Source: an optimization exercise on an open RTL-to-GDS flow (aim: small area). Production flows keep margins and buffers that such runs may drop. Only simulation tests tie the RTL to the original design; equivalence was not proved. No activity file was given, so power comes from the tool's default toggle rates.

== lane 4 ==
## workloadClassifier
module workloadClassifier (
    input  logic                  clk,
    input  logic                  reset,
    input  logic                  instructionValid,
    input  logic [6:0]            opcode,
    output logic [7:0]            computeToll,
    output logic [7:0]            memToll,
    output logic [7:0]            controlToll,
    output classifierPkg::formatT workloadFormat,
    output logic [3:0]            workloadConfidence,
    output logic [15:0]           classificationCount,
    output logic [7:0]            adaptationRate,
    output logic                  classificationValid
);
==> flow/config.mk <==
export PLATFORM = sky130hd
export DESIGN_NAME = workloadClassifier
export DESIGN_NICKNAME = workloadClassifier
export VERILOG_FILES = /design/flow/design.v
export SDC_FILE = /design/flow/constraint.sdc
export NUM_CORES = 4
export LEC_CHECK = 0
export ABC_AREA = 1
export CAP_MARGIN = 20
export CORE_MARGIN = 2
export CORE_UTILIZATION = 60
export CTS_BUF_LIST = sky130_fd_sc_hd__clkbuf_8
export GPL_TIMING_DRIVEN = 0
export PLACE_DENSITY = 0.7
export SLEW_MARGIN = 20
==> flow/constraint.sdc <==
create_clock -name core_clock -period 50.0 [get_ports {clk}]
set_input_delay 10.0000 -clock core_clock [delete_from_list [all_inputs] [get_ports {clk}]]
set_output_delay 10.0000 -clock core_clock [all_outputs]
set_load 0.01 [all_outputs]
standard.sh (not shown) runs the stock make flow with config.mk's settings and CLKGATE_MAP_FILE= SYNTH_SCRIPT=/design/flow/synth_recipe.tcl, a recipe that flattens the netlist after the stock synthesis.
==> flow/flow/run.sh <==
#!/bin/bash
# Own layout flow: the standard flow (standard.sh) with two changes, both for area:
#  - synthesis (flow/synth.tcl) is the standard flow's synthesis script with only the combinational
#    mapping changed: ABC runs flow/abc.script (amap area mapping, twice, without the delay-driven
#    buffering and upsizing) and no half/full-adder cells are extracted. Registers, their
#    names and cell types are those of the standard synthesis;
#  - the port buffers are buf_1 cells, and the buffers synthesis puts on output ports that
#    share a driver are removed at floorplan (REMOVE_ABC_BUFFERS), as the port buffers
#    that placement adds take their place.
# Each tool's log is under orfs/logs/; make's own output is in flow_make.log.
set -euo pipefail
export OWN_ABC_SCRIPT="$PWD/flow/abc.script"
bash standard.sh SYNTH_SCRIPT="$PWD/flow/synth.tcl" \
  BUFFER_PORTS_ARGS="-buffer_cell sky130_fd_sc_hd__buf_1" REMOVE_ABC_BUFFERS=1 finish > "$PWD/flow_make.log" 2>&1
==> flow/flow/abc.script <==
strash
dc2
dch
amap
strash
dch
amap
topo
==> flow/flow/synth.tcl <==
# The standard flow's synthesis script (synth_recipe.tcl) with two changes, both to the combinational
# logic only: ABC maps with flow/abc.script (area mapping without the delay-driven buffering
# and upsizing), and no half/full-adder cells are extracted (extract_fa does nothing).
# Every other pass, and so every register and its name, is the standard synthesis's.
proc synth {args} { yosys synth -nofsm -noshare {*}$args }
proc extract_fa {args} { }
proc abc {args} {
  set i [lsearch -exact $args -script]
  if { $i >= 0 } {
    set args [lreplace $args [expr { $i + 1 }] [expr { $i + 1 }] $::env(OWN_ABC_SCRIPT)]
  }
  yosys abc {*}$args
}
source $::env(SCRIPTS_DIR)/synth.tcl
# left out here: clear keep_hierarchy, flatten, clean up, hide names made inside functions, write 1_2_yosys.v
Modified inputs, lane 5 compared to lane 4
# lane 4
export LEC_CHECK = 0
export ABC_AREA = 1
export CAP_MARGIN = 20
export CORE_MARGIN = 2
export CORE_UTILIZATION = 60
export CTS_BUF_LIST = sky130_fd_sc_hd__clkbuf_8
export GPL_TIMING_DRIVEN = 0
export PLACE_DENSITY = 0.7
export SLEW_MARGIN = 20
create_clock -name core_clock -period 50.0 [get_ports {clk}]
# lane 5
export LEC_CHECK = 0
export ABC_AREA = 1
export CAP_MARGIN = 20
export CORE_MARGIN = 2
export CORE_UTILIZATION = 60
export CTS_BUF_LIST = sky130_fd_sc_hd__clkbuf_16
export GPL_TIMING_DRIVEN = 0
export PLACE_DENSITY = 0.7
export SLEW_MARGIN = 20
create_clock -name core_clock -period 50.0 [get_ports {clk}]
==> flow/flow/run.sh <==
#!/bin/bash
# Own layout flow: the standard flow (standard.sh) with two changes, both for area:
#  - synthesis (flow/synth.tcl) is the standard flow's synthesis script with only the combinational
#    mapping changed: ABC runs flow/abc.script (amap area mapping, twice, without the delay-driven
#    buffering and upsizing) and no half/full-adder cells are extracted. Registers, their
#    names and cell types are those of the standard synthesis;
#  - the port buffers are buf_1 cells, and the buffers synthesis puts on output ports that
#    share a driver are removed at floorplan (REMOVE_ABC_BUFFERS), as the port buffers
#    that placement adds take their place;
#  - clock tree synthesis builds the tree from clkbuf_16 cells with sink clusters of up to 60
#    registers, and inserts no dummy loads.
# Each tool's log is under orfs/logs/; make's own output is in flow_make.log.
set -euo pipefail
export OWN_ABC_SCRIPT="$PWD/flow/abc.script"
bash standard.sh SYNTH_SCRIPT="$PWD/flow/synth.tcl" \
  BUFFER_PORTS_ARGS="-buffer_cell sky130_fd_sc_hd__buf_1" REMOVE_ABC_BUFFERS=1 \
  CTS_ARGS="-sink_clustering_enable -repair_clock_nets -buf_list sky130_fd_sc_hd__clkbuf_16 -sink_clustering_size 60 -sink_clustering_max_diameter 400 -dont_use_dummy_load" \
  finish > "$PWD/flow_make.log" 2>&1
## What came out
- Per the comparison of lane 5 with lane 4, placer congestion estimate went down, power went up, leakage power figure went up, met3 global-route usage went up, peak ir drop on the vdd network went up.
- Met2 routing resource usage after global routing: lane 5 > lane 4
- Lane 4 -> lane 5: non-clock buffer count delta 0, exact match
- Changes observed in lane 5 relative to lane 4: routed wire length now sits higher; part of the power in registers now smaller.
- Result for lane 5 and lane 4: all clean

[separate check: timing with driven ports]
Ports are ideal in the flow. The routed layouts listed here were re-timed in OpenROAD.
Step 1: set_driving_cell puts a clkbuf_16 on clk and a buf_2 on each other input, an assumption about the parent block.
Step 2 times the ports against the registers' clock, not the clock port: input delays grow and output delays shrink by t, the midpoint of the rising clock arrivals with the driver on.
a / b / c = ideal / step 1 / step 2; a / b = the first two.
run	t, ns	slack for setup (ns)	latest minus earliest clock arrival (ns)	worst data-port slew with drivers (ns)
lane 4	0.340	32.893 / 32.863 / 33.202	0.009 / 0.009	0.03
lane 5	0.323	32.738 / 32.704 / 33.027	0.020 / 0.019	0.03
After both steps setup and hold are still met in every run listed.
